From an optimization exercise on the open Yosys and OpenROAD flow, aimed at small area, a short achievable clock period and few clock cycles; shortcuts taken in it are not production practice.
In this exercise RTL edits were held to simulation tests only and were not proved equivalent to the original.
No activity file was given, so power comes from the tool's default toggle rates.

==> flow/design.v <==
package rlde_pkg;
    localparam logic [1:0] REQ_PUSH   = 2'd0;
    localparam logic [1:0] REQ_FINISH = 2'd1;
    localparam logic [1:0] REQ_PULL   = 2'd2;
    localparam logic [7:0] CODE_ZERO_RUN  = 8'h40;
    localparam logic [7:0] CODE_REPEAT    = 8'h80;
    localparam logic [7:0] CODE_LITERAL   = 8'hC0;
    localparam logic [7:0] CHAR_ZERO      = 8'h30;
    localparam logic [7:0] CHAR_SLASH     = 8'h2F;
    localparam logic [5:0] REPEAT_START   = 6'd63;
    localparam logic [5:0] REPEAT_RESEND  = 6'd62;
    localparam logic [10:0] ROW_PIXELS_RESET = 11'd1056;
    typedef struct packed {
        logic [1:0] req_type;
        logic [7:0] pixel_byte;
    } req_item_t;
    typedef struct packed {
        logic       out_valid;
        logic [7:0] out_byte;
        logic       out_last;
        logic       push_refused;
        logic [8:0] pending_bytes;
    } rsp_item_t;
endpackage
module rlde_ram #(
    parameter int DEPTH  = 132,
    parameter int WIDTH  = 8,
    parameter int ADDR_W = 8
) (
    input  logic              clk,
    input  logic              we,
    input  logic [ADDR_W-1:0] waddr,
    input  logic [WIDTH-1:0]  wdata,
    input  logic              re,
    input  logic [ADDR_W-1:0] raddr,
    output logic [WIDTH-1:0]  rdata
);
    logic [WIDTH-1:0] mem [DEPTH];
    always_ff @(posedge clk)
    begin
        if (we)
        begin
            mem[waddr] <= wdata;
        end
        if (re)
        begin
            rdata <= mem[raddr];
        end
    end
endmodule
module raster_line_delta_rle_encoder #(
    parameter int MAX_ROW_BYTES = 132,
    parameter int MAX_RUN       = 64
) (
    input  logic                clk,
    input  logic                rst_n,
    input  logic                cfg_we,
    input  logic [10:0]         cfg_data,
    input  logic                req_valid,
    output logic                req_ready,
    input  logic [9:0]          req_item,
    output logic                rsp_valid,
    input  logic                rsp_ready,
    output logic [19:0]         rsp_item
);
    localparam int NB = MAX_ROW_BYTES;
    localparam logic [3:0] C_IDLE  = 4'd0;
    localparam logic [3:0] C_STEP  = 4'd1;
    localparam logic [3:0] C_RP    = 4'd2;
    localparam logic [3:0] C_RPL   = 4'd3;
    localparam logic [3:0] C_FLUSH = 4'd4;
    localparam logic [3:0] C_CLR1  = 4'd5;
    localparam logic [3:0] C_CLR2  = 4'd6;
    localparam logic [3:0] C_CLR3  = 4'd7;
    localparam logic [3:0] C_ACC   = 4'd8;
    localparam logic [2:0] PH_REP = 3'd0;
    localparam logic [2:0] PH_D2  = 3'd1;
    localparam logic [2:0] PH_D1  = 3'd2;
    localparam logic [2:0] PH_D0  = 3'd3;
    localparam logic [2:0] PH_SL  = 3'd4;
    localparam logic [2:0] PH_HDR = 3'd5;
    localparam logic [2:0] PH_DAT = 3'd6;
    localparam logic [2:0] M_NEW0 = 3'd0;
    localparam logic [2:0] M_NEW1 = 3'd1;
    localparam logic [2:0] M_LIT  = 3'd2;
    localparam logic [2:0] M_RUN  = 3'd3;
    localparam logic [2:0] M_ZNX  = 3'd4;
    logic [NB*8-1:0] cur_v, prv_v, two_v;
    logic [NB-1:0]   ka_v, kb_v;
    logic [10:0] row_px;
    logic [7:0]  n_reg, nm1_reg, mask_reg;
    logic        cfg_d1, cfg_d2, cfg_d3;
    logic [7:0]  pa_rec;
    logic        cmt_r, cmtall_r, curall_r;
    logic [7:0]  bp, pa;
    logic        fin, fin2;
    logic        dirty;
    logic        mmflag;
    logic [7:0]  mmpos;
    logic        first;
    logic [5:0]  lr;
    logic [7:0]  qrep;
    logic [3:0]  ctl;
    logic        changed_r;
    logic        pnz;
    logic [7:0]  n_sent, n_code;
    logic        v1;
    logic [1:0]  t1;
    logic [7:0]  b1m;
    logic        v2, z2, g1_2, g2_2, rp2;
    logic        elz;
    logic [1:0]  ctype;
    logic [7:0]  bm2, j2, j2m1;
    logic [7:0]  pr, tr, x2;
    logic        mmv;
    logic [2:0]  emode;
    logic [5:0]  ecnt;
    logic [7:0]  elast;
    logic        estp;
    logic [8:0]  clen, clen_d;
    logic [6:0]  padd;
    logic [8:0]  cfa_r, cfb_r, cfc_r;
    logic [8:0]  pend;
    logic [2:0]  ph;
    logic [7:0]  ra, q;
    logic        lend;
    logic [1:0]  ttype;
    logic [1:0]  ndig;
    logic [3:0]  dh, dt, du;
    logic [NB-1:0] aoh;
    logic [7:0]  pa1, ra1, qm1;
    logic [2:0]  occ;
    logic [19:0] fe0, fe1, fe2, fe3;
    logic        rs_v, rs_dat;
    logic [19:0] rs_item;
    logic        rv;
    logic [2:0]  outst;
    logic        ready;
    assign req_ready = ready;
    assign rsp_valid = rv;
    assign rsp_item  = fe0;
    logic [NB-1:0] dec;
    logic [7:0]    p_rd, t_rd, s_rd;
    always_comb
    begin
        p_rd  = '0;
        t_rd  = '0;
        for (int i = 0; i < NB; i++)
        begin
            dec[i] = aoh[i];
            p_rd  = p_rd  | ({8{dec[i]}} & prv_v[i*8 +: 8]);
            t_rd  = t_rd  | ({8{dec[i]}} & two_v[i*8 +: 8]);
        end
        s_rd = p_rd ^ t_rd;
    end
    assign x2  = pr ^ (rp2 ? tr : bm2);
    assign mmv = v2 && !rp2 && (bm2 != tr);
    logic [8:0]  gf_r;
    logic [35:0] gi_r;
    logic [7:0]  ns_q;
    always_comb
    begin
        logic found;
        ns_q  = n_sent;
        found = 1'b0;
        for (int g = 0; g < 9; g++)
        begin
            if (gf_r[g] && !found)
            begin
                ns_q  = {g[3:0], gi_r[g*4 +: 4]};
                found = 1'b1;
            end
        end
    end
    always_ff @(posedge clk)
    begin
        logic [143:0] f;
        f = '0;
        for (int i = 0; i < NB; i++)
        begin
            f[i] = (ka_v[i] || kb_v[i]) && (8'(i) > q) && (8'(i) < n_sent);
        end
        for (int g = 0; g < 9; g++)
        begin
            gf_r[g] <= |f[g*16 +: 16];
            gi_r[g*4 +: 4] <= 4'd0;
            for (int k = 15; k >= 0; k--)
            begin
                if (f[g*16 + k])
                begin
                    gi_r[g*4 +: 4] <= 4'(k);
                end
            end
        end
    end
    logic [1:0] ct_q;
    always_comb
    begin
        ct_q = 2'b00;
        for (int i = 0; i < NB; i++)
        begin
            ct_q = ct_q | ({2{q == 8'(i)}} & {ka_v[i], kb_v[i]});
        end
    end
    logic [3:0] dig_h, dig_t, dig_u;
    always_comb
    begin
        dig_h = 4'd0;
        dig_t = 4'd0;
        dig_u = 4'd0;
        for (int v = 0; v < 268; v++)
        begin
            dig_h = dig_h | ({4{clen_d == 9'(v)}} & 4'(((v + 1) / 100) % 10));
            dig_t = dig_t | ({4{clen_d == 9'(v)}} & 4'(((v + 1) / 10) % 10));
            dig_u = dig_u | ({4{clen_d == 9'(v)}} & 4'((v + 1) % 10));
        end
    end
    logic [10:0] row_px_n;
    logic [7:0]  bp_n, pa_n;
    logic        fin_n, fin2_n, dirty_n, mmflag_n, first_n;
    logic [7:0]  mmpos_n, qrep_n;
    logic [5:0]  lr_n;
    logic [3:0]  ctl_n;
    logic        changed_r_n, pnz_n;
    logic        rp2_n;
    logic        rsp_dat;
    logic [7:0]  n_sent_n, n_code_n;
    logic        s2_load;
    logic [7:0]  bm2_n, j2_n, j2m1_n;
    logic        z2_n, g1_n, g2_n;
    logic [8:0]  pend_n;
    logic [2:0]  ph_n;
    logic [7:0]  ra_n, q_n;
    logic [1:0]  ttype_n, ndig_n;
    logic        cur_we, cur_all, cmt, cmt_all;
    logic [7:0]  cur_wd;
    logic        rsp_push;
    logic [19:0] rsp_new;
    logic        flush;
    logic [8:0]  clen_fin;
    always_comb
    begin
        logic [7:0] bm;
        logic       mm;
        logic       chg;
        logic [7:0] ob;
        logic [7:0] len1;
        logic       use_ra;
        logic [8:0] cfa, cfb, cfc, cfs;
        logic [8:0] qa, qb, qc, qlen;
        logic [1:0] nda, ndb, ndc, nd;
        logic [5:0] lr1;
        bp_n        = bp;
        pa_n        = pa;
        fin_n       = fin;
        fin2_n      = fin2;
        dirty_n     = dirty || (cfg_we && (bp != 8'd0));
        mmflag_n    = mmflag;
        mmpos_n     = mmpos;
        first_n     = first;
        qrep_n      = qrep;
        lr_n        = lr;
        ctl_n       = ctl;
        changed_r_n = changed_r;
        pnz_n       = pnz;
        rp2_n       = rp2;
        rsp_dat     = 1'b0;
        n_sent_n    = n_sent;
        n_code_n    = n_code;
        s2_load     = 1'b0;
        bm2_n       = bm2;
        j2_n        = j2;
        j2m1_n      = j2m1;
        z2_n        = z2;
        g1_n        = g1_2;
        g2_n        = g2_2;
        pend_n      = pend;
        ph_n        = ph;
        ra_n        = ra;
        q_n         = q;
        ttype_n     = ttype;
        ndig_n      = ndig;
        cur_we      = 1'b0;
        cur_all     = 1'b0;
        cmt         = 1'b0;
        cmt_all     = 1'b0;
        cur_wd      = b1m;
        rsp_push    = 1'b0;
        rsp_new     = '0;
        flush       = 1'b0;
        clen_fin    = clen;
        bm   = b1m;
        mm   = (bm != t_rd);
        chg  = first || (mmflag && (mmpos < j2)) || mmv;
        if (v2 && !rp2)
        begin
            mmflag_n = mmflag || mmv;
            if (!mmflag)
            begin
                mmpos_n = j2;
            end
        end
        len1 = q - ra - 8'd1;
        ob   = 8'd0;
        cfa = cfa_r;
        cfb = cfb_r;
        cfc = cfc_r;
        nda = (cfa >= 9'd99) ? 2'd3 : ((cfa >= 9'd9) ? 2'd2 : 2'd1);
        ndb = (cfb >= 9'd99) ? 2'd3 : ((cfb >= 9'd9) ? 2'd2 : 2'd1);
        ndc = (cfc >= 9'd99) ? 2'd3 : ((cfc >= 9'd9) ? 2'd2 : 2'd1);
        qa  = (cfa >= 9'd99) ? (cfa + 9'd5) : ((cfa >= 9'd9) ? (cfa + 9'd4) : (cfa + 9'd3));
        qb  = (cfb >= 9'd99) ? (cfb + 9'd5) : ((cfb >= 9'd9) ? (cfb + 9'd4) : (cfb + 9'd3));
        qc  = (cfc >= 9'd99) ? (cfc + 9'd5) : ((cfc >= 9'd9) ? (cfc + 9'd4) : (cfc + 9'd3));
        case (emode)
            M_NEW1, M_RUN:
            begin
                cfs  = cfb;
                nd   = ndb;
                qlen = qb;
            end
            M_LIT:
            begin
                cfs  = cfc;
                nd   = ndc;
                qlen = qc;
            end
            default:
            begin
                cfs  = cfa;
                nd   = nda;
                qlen = qa;
            end
        endcase
        lr1  = lr + 6'd1;
        if (cfg_d3)
        begin
            pa_n   = pa_rec;
            fin_n  = (pa_rec + 8'd1 == n_reg);
            fin2_n = (pa_rec + 8'd2 == n_reg);
        end
        case (ctl)
            C_IDLE:
            begin
                if (v1)
                begin
                    rsp_push = 1'b1;
                    rsp_new[8:0] = pend;
                    case (t1)
                        2'd0:
                        begin
                            if (pnz)
                            begin
                                rsp_new[9] = 1'b1;
                            end
                            else
                            begin
                                cur_we  = 1'b1;
                                cur_wd  = bm;
                                s2_load = 1'b1;
                                rp2_n   = 1'b0;
                                bm2_n   = bm;
                                j2_n    = pa;
                                j2m1_n  = pa - 8'd1;
                                z2_n    = (pa == 8'd0);
                                g1_n    = fin;
                                g2_n    = fin || fin2;
                                if (fin)
                                begin
                                    rsp_push    = 1'b0;
                                    bp_n        = 8'd0;
                                    pa_n        = 8'd0;
                                    fin_n       = (n_reg == 8'd1);
                                    fin2_n      = (n_reg == 8'd2);
                                    ctl_n       = C_STEP;
                                end
                                else
                                begin
                                    bp_n   = pa1;
                                    pa_n   = pa1;
                                    fin_n  = fin2;
                                    fin2_n = (pa + 8'd3 == n_reg);
                                end
                            end
                        end
                        2'd1:
                        begin
                            if (pnz)
                            begin
                                rsp_new[9] = 1'b1;
                            end
                            else
                            begin
                                rsp_new[8:0] = 9'd1;
                                pend_n   = 9'd1;
                                pnz_n    = 1'b1;
                                ph_n     = PH_REP;
                                qrep_n   = {2'b00, lr};
                                lr_n     = 6'd63;
                                first_n  = 1'b1;
                                bp_n     = 8'd0;
                                pa_n     = 8'd0;
                                fin_n    = (n_reg == 8'd1);
                                fin2_n   = (n_reg == 8'd2);
                                mmflag_n = 1'b0;
                                dirty_n  = 1'b0;
                                ctl_n    = C_CLR1;
                            end
                        end
                        2'd2:
                        begin
                            if (pnz)
                            begin
                                case (ph)
                                    PH_REP:
                                    begin
                                        ob   = qrep;
                                        ph_n = (ndig == 2'd3) ? PH_D2 : ((ndig == 2'd2) ? PH_D1 : PH_D0);
                                    end
                                    PH_D2:
                                    begin
                                        ob   = {4'h3, dh};
                                        ph_n = PH_D1;
                                    end
                                    PH_D1:
                                    begin
                                        ob   = {4'h3, dt};
                                        ph_n = PH_D0;
                                    end
                                    PH_D0:
                                    begin
                                        ob   = {4'h3, du};
                                        ph_n = PH_SL;
                                    end
                                    PH_SL:
                                    begin
                                        ob      = 8'h2F;
                                        ph_n    = PH_HDR;
                                        q_n     = ns_q;
                                        ttype_n = ctype;
                                    end
                                    PH_HDR:
                                    begin
                                        case (ttype)
                                            2'b10:   ob = {2'b11, len1[5:0]};
                                            2'b11:   ob = {2'b10, len1[5:0]};
                                            default: ob = {2'b01, 6'(len1[5:0] - 6'd1)};
                                        endcase
                                        if (ttype == 2'b01)
                                        begin
                                            ra_n = qm1;
                                        end
                                        ph_n = PH_DAT;
                                    end
                                    default:
                                    begin
                                        rsp_dat = 1'b1;
                                        if ((ttype == 2'b10) && !lend)
                                        begin
                                            ra_n = ra1;
                                        end
                                        else
                                        begin
                                            ra_n    = q;
                                            q_n     = ns_q;
                                            ttype_n = ctype;
                                            ph_n    = PH_HDR;
                                        end
                                    end
                                endcase
                                pend_n  = pend - 9'd1;
                                pnz_n   = (pend != 9'd1);
                                rsp_new = {1'b1, ob, (pend == 9'd1), 1'b0, 9'(pend - 9'd1)};
                            end
                        end
                        default:
                        begin
                        end
                    endcase
                end
            end
            C_STEP:
            begin
                cmt         = 1'b1;
                changed_r_n = chg;
                n_code_n    = chg ? n_reg : n_sent;
                mmflag_n    = 1'b0;
                dirty_n     = 1'b0;
                if (!dirty && (chg || (n_reg == n_sent)))
                begin
                    ctl_n = C_ACC;
                end
                else
                begin
                    ra_n  = 8'd0;
                    ctl_n = C_RP;
                end
            end
            C_RP:
            begin
                s2_load = 1'b1;
                rp2_n   = 1'b1;
                j2_n    = ra;
                j2m1_n  = ra - 8'd1;
                z2_n    = (ra == 8'd0);
                g1_n    = (ra1 >= n_code);
                g2_n    = (ra + 8'd2 >= n_code);
                ra_n    = ra1;
                if (ra1 >= n_code)
                begin
                    ctl_n = C_RPL;
                end
            end
            C_RPL:
            begin
                ctl_n = C_ACC;
            end
            C_ACC:
            begin
                ctl_n = C_FLUSH;
            end
            C_FLUSH:
            begin
                flush    = 1'b1;
                clen_fin = cfs;
                n_sent_n = n_code;
                ndig_n   = nd;
                ph_n     = PH_REP;
                ra_n     = 8'd0;
                q_n      = 8'd0;
                pnz_n = changed_r || (lr1 == 6'd62);
                if (changed_r)
                begin
                    qrep_n  = {2'b00, lr};
                    lr_n    = 6'd0;
                    first_n = 1'b0;
                    pend_n  = qlen;
                end
                else if (lr1 == 6'd62)
                begin
                    qrep_n = 8'd62;
                    lr_n   = 6'd0;
                    pend_n = qlen;
                end
                else
                begin
                    lr_n   = lr1;
                    pend_n = 9'd0;
                end
                rsp_push     = 1'b1;
                rsp_new[8:0] = pend_n;
                ctl_n        = C_IDLE;
            end
            C_CLR1:
            begin
                cur_all = 1'b1;
                ctl_n   = C_CLR2;
            end
            C_CLR2:
            begin
                cmt_all = 1'b1;
                ctl_n   = C_CLR3;
            end
            C_CLR3:
            begin
                cmt_all = 1'b1;
                ctl_n   = C_IDLE;
            end
            default:
            begin
                ctl_n = C_IDLE;
            end
        endcase
    end
    logic [2:0] emode_n;
    logic [5:0] ecnt_n;
    logic       estp_n;
    logic [8:0] clen_n;
    logic [6:0] padd_n;
    logic       map_we;
    logic [7:0] map_wa;
    logic       map_a, map_b;
    logic       mw_we, mw_da, mw_db;
    logic [7:0] mw_a;
    always_comb
    begin
        logic [2:0] m;
        logic       eqr;
        logic       bo;
        logic       nst;
        logic [1:0] asel;
        emode_n = emode;
        ecnt_n  = ecnt;
        estp_n  = estp;
        clen_n  = clen;
        padd_n  = padd;
        map_we  = 1'b0;
        map_wa  = j2m1;
        map_a   = 1'b0;
        map_b   = 1'b0;
        m   = z2 ? M_NEW0 : emode;
        eqr = (x2 == elast);
        bo  = 1'b0;
        nst = 1'b0;
        asel = 2'd0;
        if (v2)
        begin
            case (m)
                M_NEW0:
                begin
                    emode_n = M_NEW1;
                    ecnt_n  = 6'd1;
                    nst     = 1'b1;
                end
                M_NEW1:
                begin
                    emode_n = eqr ? M_RUN : M_LIT;
                    ecnt_n  = 6'd2;
                end
                M_LIT:
                begin
                    if (eqr)
                    begin
                        asel    = 2'd2;
                        bo      = 1'b1;
                        emode_n = M_RUN;
                        ecnt_n  = 6'd2;
                    end
                    else if (ecnt == 6'd63)
                    begin
                        asel    = 2'd3;
                        emode_n = M_NEW0;
                    end
                    else
                    begin
                        ecnt_n = ecnt + 6'd1;
                    end
                end
                M_RUN:
                begin
                    if (eqr)
                    begin
                        if (ecnt == 6'd63)
                        begin
                            asel    = 2'd1;
                            emode_n = (!elz || g2_2) ? M_NEW0 : M_ZNX;
                        end
                        else
                        begin
                            ecnt_n = ecnt + 6'd1;
                        end
                    end
                    else
                    begin
                        asel = 2'd1;
                        if (!elz || g1_2)
                        begin
                            emode_n = M_NEW1;
                            ecnt_n  = 6'd1;
                            nst     = 1'b1;
                        end
                        else
                        begin
                            emode_n = M_NEW0;
                        end
                    end
                end
                default:
                begin
                    emode_n = M_NEW0;
                end
            endcase
            clen_n = z2 ? 9'd0 : (clen + {2'd0, padd});
            case (asel)
                2'd0:    padd_n = 7'd0;
                2'd1:    padd_n = 7'd2;
                2'd2:    padd_n = {1'b0, ecnt};
                default: padd_n = 7'd65;
            endcase
            estp_n = nst;
            map_we = !z2;
            map_a  = (estp || bo) && !(eqr && elz);
            map_b  = (estp || bo) && eqr;
        end
        else if (ctl == C_ACC)
        begin
            clen_n = clen + {2'd0, padd};
            padd_n = 7'd0;
        end
        else if (flush)
        begin
            clen_n = clen_fin;
            map_we = 1'b1;
            map_wa = j2;
            map_a  = estp;
            map_b  = 1'b0;
        end
    end
    logic [19:0] fq_new;
    assign fq_new = rs_dat ? {rs_item[19], pr ^ tr, rs_item[10:0]} : rs_item;
    logic       acc, pop, pred, fin_p;
    logic [2:0] outst_n;
    logic       ready_n;
    always_comb
    begin
        logic ctl_ok;
        acc     = req_valid && ready;
        pop     = rv && rsp_ready;
        outst_n = outst + {2'b0, acc} - {2'b0, pop};
        fin_p   = (v1 && (t1 == 2'd0) && !pnz && (ctl == C_IDLE)) ? fin2 : fin;
        pred    = acc && ((req_item[9:8] == 2'd1)
                          || ((req_item[9:8] == 2'd0) && (fin || (v1 && (t1 == 2'd0) && fin2))));
        ctl_ok  = (ctl_n == C_IDLE) || (ctl_n == C_FLUSH) || (ctl_n == C_CLR3);
        ready_n = (outst_n <= 3'd3) && !pred && ctl_ok && !cfg_we && !cfg_d1 && !cfg_d2;
    end
    always_ff @(posedge clk or negedge rst_n)
    begin
        if (!rst_n)
        begin
            row_px   <= 11'd1056;
            n_reg    <= 8'd132;
            nm1_reg  <= 8'd131;
            mask_reg <= 8'hFF;
            cfg_d1   <= 1'b0;
            cfg_d2   <= 1'b0;
            cfg_d3   <= 1'b0;
            b1m      <= 8'd0;
            cmt_r    <= 1'b0;
            cmtall_r <= 1'b0;
            curall_r <= 1'b1;
            bp       <= 8'd0;
            pa       <= 8'd0;
            fin      <= 1'b0;
            fin2     <= 1'b0;
            dirty    <= 1'b0;
            mmflag   <= 1'b0;
            first    <= 1'b1;
            lr       <= 6'd63;
            ctl      <= C_CLR1;
            v1       <= 1'b0;
            v2       <= 1'b0;
            pend     <= 9'd0;
            pnz      <= 1'b0;
            ph       <= PH_REP;
            occ      <= 3'd0;
            mw_we    <= 1'b0;
            rs_v     <= 1'b0;
            rv       <= 1'b0;
            outst    <= 3'd0;
            ready    <= 1'b0;
        end
        else
        begin
            logic [11:0] px;
            px = {1'b0, row_px};
            if (px == 12'd0)
            begin
                px = 12'd1;
            end
            if (px > 12'(NB * 8))
            begin
                px = 12'(NB * 8);
            end
            if (cfg_we)
            begin
                row_px <= cfg_data;
            end
            n_reg    <= 8'((px + 12'd7) >> 3);
            nm1_reg  <= 8'(((px + 12'd7) >> 3) - 12'd1);
            mask_reg <= 8'(8'hFF << 3'(4'd8 - {1'b0, px[2:0]}));
            cfg_d1   <= cfg_we;
            cfg_d2   <= cfg_d1;
            cfg_d3   <= cfg_d2;
            if (acc)
            begin
                b1m <= req_item[7:0] & (fin_p ? mask_reg : 8'hFF);
            end
            else if ((ctl == C_IDLE) && v1 && (t1 == 2'd1) && !pnz)
            begin
                b1m <= 8'd0;
            end
            cmt_r    <= (ctl_n == C_STEP) || (ctl_n == C_CLR2) || (ctl_n == C_CLR3);
            cmtall_r <= (ctl_n == C_CLR2) || (ctl_n == C_CLR3);
            curall_r <= (ctl_n == C_CLR1);
            bp       <= bp_n;
            pa       <= pa_n;
            fin      <= fin_n;
            fin2     <= fin2_n;
            dirty    <= dirty_n;
            mmflag   <= mmflag_n;
            first    <= first_n;
            lr       <= lr_n;
            ctl      <= ctl_n;
            v1       <= acc;
            v2       <= s2_load;
            pend     <= pend_n;
            pnz      <= pnz_n;
            ph       <= ph_n;
            outst    <= outst_n;
            ready    <= ready_n;
            rs_v     <= rsp_push;
            mw_we    <= map_we;
            occ      <= occ + {2'b0, rs_v} - {2'b0, pop};
            rv       <= (occ + {2'b0, rs_v} - {2'b0, pop}) != 3'd0;
        end
    end
    always_ff @(posedge clk)
    begin
        if (acc)
        begin
            t1 <= req_item[9:8];
        end
        mmpos     <= mmpos_n;
        qrep      <= qrep_n;
        changed_r <= changed_r_n;
        rp2       <= rp2_n;
        pr        <= p_rd;
        tr        <= t_rd;
        rs_dat    <= rsp_dat;
        rs_item   <= rsp_new;
        ctype     <= ct_q;
        n_sent    <= n_sent_n;
        n_code    <= n_code_n;
        bm2       <= bm2_n;
        mw_a      <= map_wa;
        mw_da     <= map_a;
        mw_db     <= map_b;
        j2        <= j2_n;
        j2m1      <= j2m1_n;
        z2        <= z2_n;
        g1_2      <= g1_n;
        g2_2      <= g2_n;
        emode     <= emode_n;
        ecnt      <= ecnt_n;
        estp      <= estp_n;
        clen      <= clen_n;
        padd      <= padd_n;
        cfa_r     <= clen + {2'd0, padd};
        cfb_r     <= clen + {2'd0, padd} + 9'd2;
        cfc_r     <= clen + {2'd0, padd} + {3'd0, ecnt} + 9'd1;
        if (flush)
        begin
            clen_d <= clen_fin;
        end
        if (cfg_d2)
        begin
            pa_rec <= (bp >= n_reg) ? nm1_reg : bp;
        end
        if (v2)
        begin
            elast <= x2;
            elz   <= (x2 == 8'd0);
        end
        ra        <= ra_n;
        q         <= q_n;
        ttype     <= ttype_n;
        ndig      <= ndig_n;
        for (int i = 0; i < NB; i++)
        begin
            aoh[i] <= ((((ctl_n == C_RP) || pnz_n) ? ra_n : pa_n) == 8'(i));
        end
        pa1       <= pa_n + 8'd1;
        ra1       <= ra_n + 8'd1;
        lend      <= ((ra_n + 8'd1) == q_n);
        qm1       <= q_n - 8'd1;
        dh <= dig_h;
        dt <= dig_t;
        du <= dig_u;
        if (pop)
        begin
            fe0 <= (rs_v && (occ == 3'd1)) ? fq_new : fe1;
            fe1 <= (rs_v && (occ == 3'd2)) ? fq_new : fe2;
            fe2 <= (rs_v && (occ == 3'd3)) ? fq_new : fe3;
            fe3 <= fq_new;
        end
        else if (rs_v)
        begin
            case (occ)
                3'd0:    fe0 <= fq_new;
                3'd1:    fe1 <= fq_new;
                3'd2:    fe2 <= fq_new;
                default: fe3 <= fq_new;
            endcase
        end
        for (int i = 0; i < NB; i++)
        begin
            if (curall_r || (cur_we && dec[i]))
            begin
                cur_v[i*8 +: 8] <= cur_wd;
            end
            if (cmt_r && (cmtall_r || (8'(i) < n_reg)))
            begin
                prv_v[i*8 +: 8] <= cur_v[i*8 +: 8];
                two_v[i*8 +: 8] <= prv_v[i*8 +: 8];
            end
            if (mw_we && (mw_a == 8'(i)))
            begin
                ka_v[i] <= mw_da;
                kb_v[i] <= mw_db;
            end
        end
    end
endmodule
==> flow/run.sh <==
#!/bin/bash
# synth_recipe.tcl (not shown) runs the flow's synth.tcl, then flattens the netlist and writes it again
# the make line also repeats each setting of config.mk as NAME=value (left out here)
make -C /OpenROAD-flow-scripts/flow DESIGN_CONFIG=/design/flow/config.mk WORK_HOME=/design/flow/orfs CLKGATE_MAP_FILE= SYNTH_SCRIPT=/design/flow/synth_recipe.tcl finish
==> flow/config.mk <==
export PLATFORM = sky130hd
export DESIGN_NAME = raster_line_delta_rle_encoder
export DESIGN_NICKNAME = raster_line_delta_rle_encoder
export VERILOG_FILES = /design/flow/design.v
export SDC_FILE = /design/flow/constraint.sdc
export NUM_CORES = 4
export LEC_CHECK = 0
export CAP_MARGIN = 20
export CORE_MARGIN = 2
export CORE_UTILIZATION = 30
export PLACE_DENSITY = 0.4
export SETUP_SLACK_MARGIN = 5
export SLEW_MARGIN = 20
==> flow/constraint.sdc <==
create_clock -name core_clock -period 10.0 [get_ports {clk}]
set_input_delay 2.0000 -clock core_clock [delete_from_list [all_inputs] [get_ports {clk}]]
set_output_delay 2.0000 -clock core_clock [all_outputs]
set_load 0.01 [all_outputs]
==> run summary <==
what timing repair did:
action / 4_1_cts / 5_1_grt
setup endpoints to repair: 4 / 0
endpoints found under the hold margin: 0 / 0
buffers inserted: 2 / 0
resized for setup: 1 / 0
stage by stage:
| step | hold slack [ns] | utilization | area [µm²] | instances | total power [µW] |
|---|---|---|---|---|---|
| finish | 0.362 | 0.361 | 184000 | 17700 | 48100 |
| global route | 0.362 | 0.360 | 183000 | 17500 | 48600 |
| CTS | 0.335 | 0.359 | 183000 | 17500 | 47600 |
| detailed placement | 0.370 | 0.329 | 168000 | 16600 | 30200 |
| global placement | 0.364 | 0.327 | 167000 | 16600 | 30000 |
| floorplan | 0.355 | - | 154000 | 9767 | 24100 |
worst max path at each step:
stage	slack, ns	cells after the start	end	startpoint
2_1_floorplan	6.20	3	fe0[0]	rsp_ready
4_1_cts	5.08	12	aoh[98]	t1[0]
3_5_place_dp	4.97	9	aoh[98]	tr[4]
5_1_grt	4.99	12	aoh[98]	t1[0]
3_3_place_gp	4.58	9	aoh[98]	tr[4]
6_report	4.99	12	aoh[98]	t1[0]
worst reg2reg max path: cells and delay by family (launching register included):
| family | cells | cell delay (ns) |
|---|---|---|
| adders and majority gates | 1 | 0.49 |
| muxes | 1 | 0.13 |
| buffers and inverters | 2 | 0.47 |
| AOI/OAI and AO/OA | 3 | 1.32 |
| DFF | 1 | 0.40 |
| and+or+nand+nor | 5 | 1.98 |
layout make-up:
| type | instances | area, µm² |
|---|---|---|
| Inverter | 164 | 621 |
| Clock inverter | 265 | 3250 |
| Tap cell | 6732 | 8420 |
| Sequential cell | 4034 | 118000 |
| Multi-Input combinational cell | 4958 | 34900 |
| Fill cell | 48200 | 326000 |
| Antenna cell | 207 | 518 |
| Timing Repair Buffer | 770 | 6340 |
| Clock buffer | 567 | 12100 |
kinds of logic (layout without fill, tap and decap cells):
group	count (synthesis)	count (layout)
AOI/OAI and AO/OA	2491	2491
xor gates and xnor gates	184	184
adders and majority gates	102	102
buffers and inverters	775	1766
DFF	4034	4034
muxes	160	160
other	0	207
and+or+nand+nor	2021	2021
layer usage:
layer / track usage / part of all wire / wire length [µm] / up-vias
met3: 0.267 / 0.17 / 194000 / 2358
li1: - / - / - / 40700
met5: 0.0259 / 0.0013 / 1580 / -
met1: 0.567 / 0.40 / 464000 / 65300
met4: 0.226 / 0.065 / 76600 / 86
met2: 0.554 / 0.37 / 435000 / 12600
power groups by stage:
stage | Combinational (µW) | Sequential (µW) | Clock (µW)
2_1_floorplan | 3210 | 20900 | 0
3_3_place_gp | 8630 | 21400 | 0
3_5_place_dp | 8820 | 21400 | 0
4_1_cts | 8870 | 21100 | 17700
5_1_grt | 9210 | 21100 | 18300
6_report | 9370 | 21100 | 17600
synthesized netlist by cell type (17+ instances only):
cell / n / area (µm²)
a2111oi_0: 17 / 149
o31ai_1: 20 / 150
and2_1: 32 / 200
nor3_1: 120 / 601
o22ai_1: 95 / 594
buf_2: 52 / 260
xor2_1: 64 / 561
nor4_1: 216 / 1350
clkbuf_1: 528 / 1980
mux2_2: 93 / 1050
a22o_1: 338 / 2960
inv_1: 154 / 578
edfxtp_1: 3629 / 109000
mux2i_1: 61 / 611
and3_1: 31 / 194
o21ai_0: 303 / 1520
nand4_1: 202 / 1260
a31oi_1: 51 / 319
ha_1: 96 / 1200
or2_2: 27 / 169
dfrtp_1: 80 / 2000
a211oi_1: 46 / 345
o211ai_1: 35 / 263
nand2_1: 418 / 1570
o221ai_1: 41 / 359
a21o_1: 161 / 1210
a22oi_1: 497 / 3730
a221oi_1: 350 / 3070
o2111ai_1: 23 / 201
xnor2_1: 116 / 1020
nand2b_1: 45 / 282
nand3_1: 189 / 946
a32oi_1: 30 / 263
nor2_1: 552 / 2070
or3_1: 23 / 144
nor2b_1: 61 / 382
buf_1: 28 / 105
a21oi_1: 320 / 1600
dfstp_2: 24 / 631
dfxtp_1: 301 / 6030
==> results.yml <==
logic_synthesis:
  ys.flop_type: "edfxtp_1"
  synth_mux_area_frac: 0.0114
  synth_top_family_by_area: "compound AO/OA/AOI/OAI gates"
  synthCells: 9767
  synth_compound_area_frac: 0.118
  synth_seq_area_share: 0.766
  synth_edf_count: 3629
  yosys_warnings: 1
  ys_ff_latch: 4034
  synthAdderAreaFrac: 0.00853
  synth_simple_gate_area_frac: 0.0660
  synth_area_um2: 154000
  synth-async-reset-ratio: 0.0258
  syn_avg_cell_area_um2: 15.7
  synth_nets: 9894
  synth_xor_area_frac: 0.0108
  synth.distinct_cells: 110
pwr:
  p_per_area_nw_per_um2: 262
  internal_power_uw: 31900
  static-leakage-power_uw: 0.0610
  switching_share: 0.338
  irDropWorstVdd_uv: 241
  p_switching_uw: 16200
  power_frac_comb: 0.195
  p_seq_frac: 0.439
  clockPowerShare: 0.366
clocking:
  htree_levels: 5
  cts_hold_buf: 0
  clk_pin_slew_ns: 0.07
  clockBufferDepth: 4
  clk_latency_ns: 1.12
  cts_root_buffer: "clkbuf_16"
  cts.sinks: 4034
  numCtsBuffers: 453
  cts_tree: "yes"
critical_path:
  crit_type: "flip-flop to flip-flop"
  worstSetupEndpointType: "flip-flop"
  crit_path_cell_trace: "inv_1, ha_1, and3_1, o211ai_1, a211o_1, nand2b_1, nand2_1, nand2_1, a21oi_1, mux2i_4, buf_4, nor4_2"
  critPathTopFamily: "simple AND/OR/NAND/NOR gates"
  cpMostUsedCell: "nand2_1"
  rr_worst_depth: 12
  slowest_stage: "nor4_2"
  r2r_end: "aoh[98]"
  cp_num_buf_inv: 2
  cp_max_fo: 64
  crit_path_max_incr_delay_ns: 0.85
  r2r_start: "t1[0]"
  cp-start-kind: "flip-flop"
  reg2reg_slack_ns: 4.99
  cp.required_ns: 10.87
  cp.arrival_ns: 5.88
routing:
  wl_um: 1170000
  routedWlPerCell_um: 66.2
  dr.pass1.iters: 9
  ant_nets: 0
  vias_per_cell: 6.84
  vias: 121000
  drt_iter0_drc: 26700
  drc_errors: 0
grt:
  overflow: 0
  grt_max_degree: 82
  antenna_found_initial: 305
  grt_pass1_wl_um: 1400000
  grt_usage: 0.437
  grt_pass1_vias: 102000
job:
  drv_cap: 0
place:
  port_buffers: 47
  pre_cts_slack_ns: 4.97
  gp_congestion: 1.17
  place_hpwl_um: 901000
min_path:
  hold_start: "cur_v[193]"
  hp-class: "flip-flop to flip-flop"
  holdPathEnd: "prv_v[193]"
  hold_depth: 0
timing:
  tightest_slew_ns: 1.64
  finalSetupViolations: 0
  min_period_over_period: 0.501
  layout_min_cycle_time_ns: 5.01
  drv_slew: 1
  fin_ws_ns: 4.99
  relSlewSlack: -0.0941
  fmax_ghz: 0.200
  rsz0062_at_grt: "false"
  final_hold_viol_count: 0
  finClkSkew_ns: 0.117
  finalSetupTns_ns: 0
cells_and_area:
  nNetsFinal: 10500
  largest_registers: "cur_v x1056, prv_v x1056, two_v x1056"
  final_common_cell: "edfxtp_1"
  layout-drive-gt1-share: 0.175
  area_delta_synth_final_pct: 19.6
  final_cell_mix: "edfxtp_1, buf_4, nor2_1"
status:
  so_faults: "slew limit"
  status: "failed layout checks"
floorplan:
  start_util: 0.301
  rows: 262
  fp.dieArea_um2: 518000
  fp.dieH_um: 720
  die_w_um: 720
  io_pins: 48
  core_um2: 510000
Testbench counts, summed over its fixed seeds: cycles 30,045.

-- separate check: timing with driven ports --
The results above use ideal ports. As a check the final layout listed here was re-extracted and re-timed, cells and wires unchanged. Step 1 sets driving cells, clkbuf_16 on the clock port and buf_2 on the other inputs (assumed; they add their load-dependent delay and slew). Step 2 also shifts input and output timing later by t, the mid clock arrival at the registers, as if the neighbouring blocks saw the same clock. a / b / c = ideal ports / drivers / drivers and shift; a / b = the first two.
t (ns): 1.200
setup WS [ns]: 4.991 / 4.991 / 4.991
worst hold slack (ns): 0.362 / 0.362 / 0.362
latest minus earliest clock arrival (ns): 0.123 / 0.122
For this run, drivers alone change the setup slack by 0.000 ns; drivers and shift together by 0.000 ns.
